Context: an optimization exercise on an open-source flow, tuned for small area, a short achievable clock period and few clock cycles per item. The choices shown serve that exercise and are no tape-out recipe. Function was checked by simulation only, so behaviour that the tests miss may differ from the original.

v37:
==> module nn_mac_array, before the edit <==
module nn_mac_array #(
    parameter int LANES  = 4,
    parameter int DWIDTH = 16,
    parameter int FRAC   = 8,
    parameter int AWIDTH = 40,
    parameter int CWIDTH = 16
) (
    input  logic                    clk,
    input  logic                    rst_n,
    input  logic                    s_valid,
    output logic                    s_ready,
    input  logic                    s_last,
    input  logic [DWIDTH-1:0]       s_x,
    input  logic [LANES*DWIDTH-1:0] s_w,
    input  logic [LANES*DWIDTH-1:0] s_bias,
    input  logic                    relu_en,
    output logic                    m_valid,
    input  logic                    m_ready,
    output logic [LANES*DWIDTH-1:0] m_data,
    output logic [LANES-1:0]        m_ovf,
    output logic [CWIDTH-1:0]       m_count,
    output logic                    busy
);
    localparam logic [AWIDTH-1:0] M0 = 40'h7fffffff;
    localparam logic [AWIDTH-1:0] M1 = 40'h7ffffffd;
    localparam logic [AWIDTH-1:0] K0 = 40'hff80000000;
    localparam logic [AWIDTH-1:0] K1 = 40'h0;
    localparam logic [AWIDTH-1:0] RND = AWIDTH'(1) << (FRAC-1);
    logic s_hs;
    logic rdy_q, rdy2_q;
    assign s_ready = rdy_q | (rdy2_q & m_valid & m_ready);
    assign s_hs    = s_valid & s_ready;
    assign busy    = ~s_ready;
    logic [7:0]              enc_one, enc_two, enc_neg;
    logic [7:0]              x_one, x_two, x_neg;
    logic [7:0]              x_one_n, x_two_n, x_neg_n;
    logic [LANES*DWIDTH-1:0] w0;
    logic [DWIDTH-1:0]       b0 [LANES];
    logic                    bc0 [LANES];
    logic                    v0, l0, relu0;
    always_comb begin
        for (int j = 0; j < 8; j++) begin
            logic lo, mid, hi;
            lo  = (j == 0) ? 1'b0 : s_x[2*j-1];
            mid = s_x[2*j];
            hi  = s_x[2*j+1];
            enc_one[j] = s_hs & (mid ^ lo);
            enc_two[j] = s_hs & ((hi & ~mid & ~lo) | (~hi & mid & lo));
            enc_neg[j] = s_hs & hi;
        end
    end
    always_ff @(posedge clk) begin
        x_one   <= enc_one;
        x_two   <= enc_two;
        x_neg   <= enc_neg;
        x_one_n <= ~enc_one;
        x_two_n <= ~enc_two;
        x_neg_n <= ~enc_neg;
        w0      <= s_w;
        for (int i = 0; i < LANES; i++) begin
            logic [DWIDTH-1:0] bg;
            logic [5:0]        mid;
            bg     = (s_hs & s_last) ? s_bias[i*DWIDTH +: DWIDTH] : '0;
            mid    = {1'b0, bg[10:6]} + {5'b0, enc_neg[7]};
            b0[i]  <= {bg[15:11], mid[4:0], bg[5:0]};
            bc0[i] <= mid[5];
        end
        l0    <= s_last;
        relu0 <= relu_en;
    end
    logic                v1, l1, relu1;
    logic [AWIDTH-1:0]   t0_q [LANES];
    logic [AWIDTH-1:0]   t1_q [LANES];
    for (genvar i = 0; i < LANES; i++) begin : g_tree
        logic [AWIDTH-1:0] t0, t1;
        nn_mac_lane_tree u_tree (
            .one (i[0] ? ~x_one_n : x_one),
            .two (i[0] ? ~x_two_n : x_two),
            .neg (i[0] ? ~x_neg_n : x_neg),
            .w   (w0[i*DWIDTH +: DWIDTH]),
            .b   (b0[i]),
            .bc  (bc0[i]),
            .r0  (t0),
            .r1  (t1)
        );
        always_ff @(posedge clk) begin
            t0_q[i] <= t0;
            t1_q[i] <= t1;
        end
    end
    always_ff @(posedge clk) begin
        l1    <= l0;
        relu1 <= relu0;
    end
    logic                a_fin, a_relu;
    logic [1:0]          a_init_q;
    logic                a_init;
    assign a_init = |a_init_q;
    logic [CWIDTH-1:0]   a_cnt;
    logic [AWIDTH-1:0]   acc_q [LANES];
    logic                fin, out_free, done, relu_f;
    logic [CWIDTH-1:0]   cnt_f;
    logic [AWIDTH-1:0]   sum [LANES];
    logic [LANES-1:0]    all0, all1;
    assign fin      = (v1 & l1) | a_fin;         
    assign out_free = ~m_valid;
    assign done     = fin & out_free;             
    assign relu_f   = v1 ? relu1 : a_relu;
    assign cnt_f    = v1 ? (a_cnt + {{(CWIDTH-1){1'b0}}, ~&a_cnt}) : a_cnt;
    logic [AWIDTH-1:0] add_a [LANES];
    logic [AWIDTH-1:0] add_b [LANES];
    logic [AWIDTH-1:0] add_s [LANES];
    for (genvar i = 0; i < LANES; i++) begin : g_add
        logic [AWIDTH-1:0] y0, y1;
        assign y0       = (t0_q[i] & M0) | K0;
        assign y1       = (t1_q[i] & M1) | K1;
        assign add_a[i] = acc_q[i] ^ y0 ^ y1;
        assign add_b[i] = ((acc_q[i] & y0) | (acc_q[i] & y1) | (y0 & y1)) << 1;
        nn_mac_add u_add (.a(add_a[i]), .b(add_b[i]), .s(add_s[i]));
    end
    always_comb begin
        for (int i = 0; i < LANES; i++) begin
            logic [AWIDTH-1:0] p, q;
            p      = add_a[i];
            q      = add_b[i];
            sum[i] = add_s[i];
            begin
                logic ok0, ok1;
                ok0 = 1'b1;
                ok1 = 1'b1;
                for (int k = FRAC+DWIDTH; k < AWIDTH; k++) begin
                    ok0 &= ~((p[k] ^ q[k]) ^ (p[k-1] | q[k-1]));
                    ok1 &=  ((p[k] ^ q[k]) ^ (p[k-1] & q[k-1]));
                end
                all0[i] = ok0 & ~sum[i][FRAC+DWIDTH-1];
                all1[i] = ok1 &  sum[i][FRAC+DWIDTH-1];
            end
        end
    end
    always_ff @(posedge clk) begin
        a_relu <= relu_f;
        a_cnt  <= (done | a_init) ? '0 : cnt_f;
        for (int i = 0; i < LANES; i++)
            acc_q[i] <= (done | a_init) ? RND : sum[i];
    end
    always_ff @(posedge clk) begin
        if (done) begin
            m_count <= cnt_f;
            for (int i = 0; i < LANES; i++) begin
                logic ovf, neg;
                logic [DWIDTH-1:0] r;
                ovf = ~(all0[i] | all1[i]);
                neg = sum[i][AWIDTH-1];
                r   = ovf ? {neg, {(DWIDTH-1){~neg}}} : sum[i][FRAC +: DWIDTH];
                if (relu_f && r[DWIDTH-1]) r = '0;
                m_data[i*DWIDTH +: DWIDTH] <= r;
                m_ovf[i] <= ovf;
            end
        end
    end
    logic       a_fin_d, m_valid_d;
    logic [2:0] closed_d;
    assign a_fin_d   = fin & ~out_free;
    assign m_valid_d = done | (m_valid & ~m_ready);
    assign closed_d  = {2'b0, s_hs & s_last} + {2'b0, v0 & l0} + {2'b0, a_fin_d} + {2'b0, m_valid_d};
    always_ff @(posedge clk or negedge rst_n) begin
        if (!rst_n) begin
            rdy_q   <= 1'b0;
            rdy2_q  <= 1'b0;
            v0      <= 1'b0;
            v1      <= 1'b0;
            a_fin   <= 1'b0;
            a_init_q <= 2'b11;
            m_valid <= 1'b0;
        end else begin
            rdy_q   <= (closed_d <= 3'd1);
            rdy2_q  <= (closed_d == 3'd2);
            v0      <= s_hs;
            v1      <= v0;
            a_fin   <= a_fin_d;
            a_init_q <= {a_init_q[0], 1'b0};
            m_valid <= m_valid_d;
        end
    end
endmodule
Settings: LEC_CHECK=0, CAP_MARGIN=20, CORE_MARGIN=2, CORE_UTILIZATION=40, CTS_BUF_LIST=sky130_fd_sc_hd__clkbuf_16, CTS_CLUSTER_DIAMETER=70, CTS_CLUSTER_SIZE=32, SETUP_SLACK_MARGIN=4.2, SLEW_MARGIN=20; clock period 8.0 ns.
standard.sh (not shown) runs the stock make flow with config.mk's settings and CLKGATE_MAP_FILE= SYNTH_SCRIPT=/design/flow/synth_recipe.tcl, a recipe that flattens the netlist after the stock synthesis.
==> flow/flow/run.sh <==
#!/bin/bash
# The standard layout, with the port buffers taken from buf_1 instead of the
# cell buffer_ports picks by default (a larger, slower delay cell). Timing
# repair still resizes any of them that limit timing.
set -euo pipefail
export BUFFER_PORTS_ARGS="-buffer_cell sky130_fd_sc_hd__buf_1"
bash standard.sh > standard.log 2>&1
Testbench counts of v37, summed over its fixed seeds: cycles 13,779, items 1,600.
The inputs of v23 differ from those of v37 as listed below.
--- a/flow/design.v
+++ b/flow/design.v
@@ -24,16 +24,14 @@
     localparam logic [AWIDTH-1:0] M0 = 40'h7fffffff;
     localparam logic [AWIDTH-1:0] M1 = 40'h7ffffffd;
     localparam logic [AWIDTH-1:0] K0 = 40'hff80000000;
     localparam logic [AWIDTH-1:0] K1 = 40'h0;
     localparam logic [AWIDTH-1:0] RND = AWIDTH'(1) << (FRAC-1);
     logic s_hs;
-    logic rdy_q, rdy2_q;
-    assign s_ready = rdy_q | (rdy2_q & m_valid & m_ready);
-    assign s_hs    = s_valid & s_ready;
-    assign busy    = ~s_ready;
+    assign s_hs = s_valid & s_ready;
+    assign busy = ~s_ready;
     logic [7:0]              enc_one, enc_two, enc_neg;
     logic [7:0]              x_one, x_two, x_neg;
     logic [7:0]              x_one_n, x_two_n, x_neg_n;
     logic [LANES*DWIDTH-1:0] w0;
     logic [DWIDTH-1:0]       b0 [LANES];
     logic                    bc0 [LANES];
@@ -162,22 +160,20 @@
     logic [2:0] closed_d;
     assign a_fin_d   = fin & ~out_free;
     assign m_valid_d = done | (m_valid & ~m_ready);
     assign closed_d  = {2'b0, s_hs & s_last} + {2'b0, v0 & l0} + {2'b0, a_fin_d} + {2'b0, m_valid_d};
     always_ff @(posedge clk or negedge rst_n) begin
         if (!rst_n) begin
-            rdy_q   <= 1'b0;
-            rdy2_q  <= 1'b0;
+            s_ready <= 1'b0;
             v0      <= 1'b0;
             v1      <= 1'b0;
             a_fin   <= 1'b0;
             a_init_q <= 2'b11;
             m_valid <= 1'b0;
         end else begin
-            rdy_q   <= (closed_d <= 3'd1);
-            rdy2_q  <= (closed_d == 3'd2);
+            s_ready <= (closed_d <= 3'd1);
             v0      <= s_hs;
             v1      <= v0;
             a_fin   <= a_fin_d;
             a_init_q <= {a_init_q[0], 1'b0};
             m_valid <= m_valid_d;
         end
Notes after the runs:
Diff v37 -> v23 | sum of buffers and inverters on the critical path | decrease of 2
When the final numbers for v23 and v37 were put side by side, the total die area turned out to be smaller in v37.
[v23] clock-buffer cell count rose 11 relative to v37
Relative to v37, v23 degrades standard cell core area.
Synthesized area, v23 vs v37: up slightly
Share of the final layout cell area in sequential cells across v23 and v37: no real change.
The achievable frequency was comparable across v23 and v37.
For design area, v37 and v23 come out practically identical.
Testbench counts of v23, summed over its fixed seeds: cycles 13,941, items 1,600.

what the ideal ports hide:
Ports are ideal in the flow. The routed layouts listed here were re-timed in OpenROAD. Step 1 (the two cells are an assumption about what drives the block):
set clk [get_ports {clk}]
set_driving_cell -lib_cell sky130_fd_sc_hd__clkbuf_16 $clk
set_driving_cell -lib_cell sky130_fd_sc_hd__buf_2 [delete_from_list [all_inputs] $clk]
Step 2, shift: input delay + t, output delay - t, t = (earliest + latest rising clock arrival at the registers) / 2. This alone moves slack from input paths to output paths. a / b / c = ideal / step 1 / step 2; a / b = the first two.
run | t (ns) | slack for setup (ns) | latest minus earliest clock arrival (ns) | worst data-port slew with drivers (ns)
v37 | 0.754 | 4.207 / 4.160 / 3.718 | 0.064 / 0.063 | 0.14
v23 | 0.750 | 4.205 / 4.205 / 4.205 | 0.051 / 0.051 | 0.10
After both steps every run listed still meets setup and hold. The setup slack of v37, which loses most, moves by -0.047 ns with the drivers and by -0.489 ns with both steps.
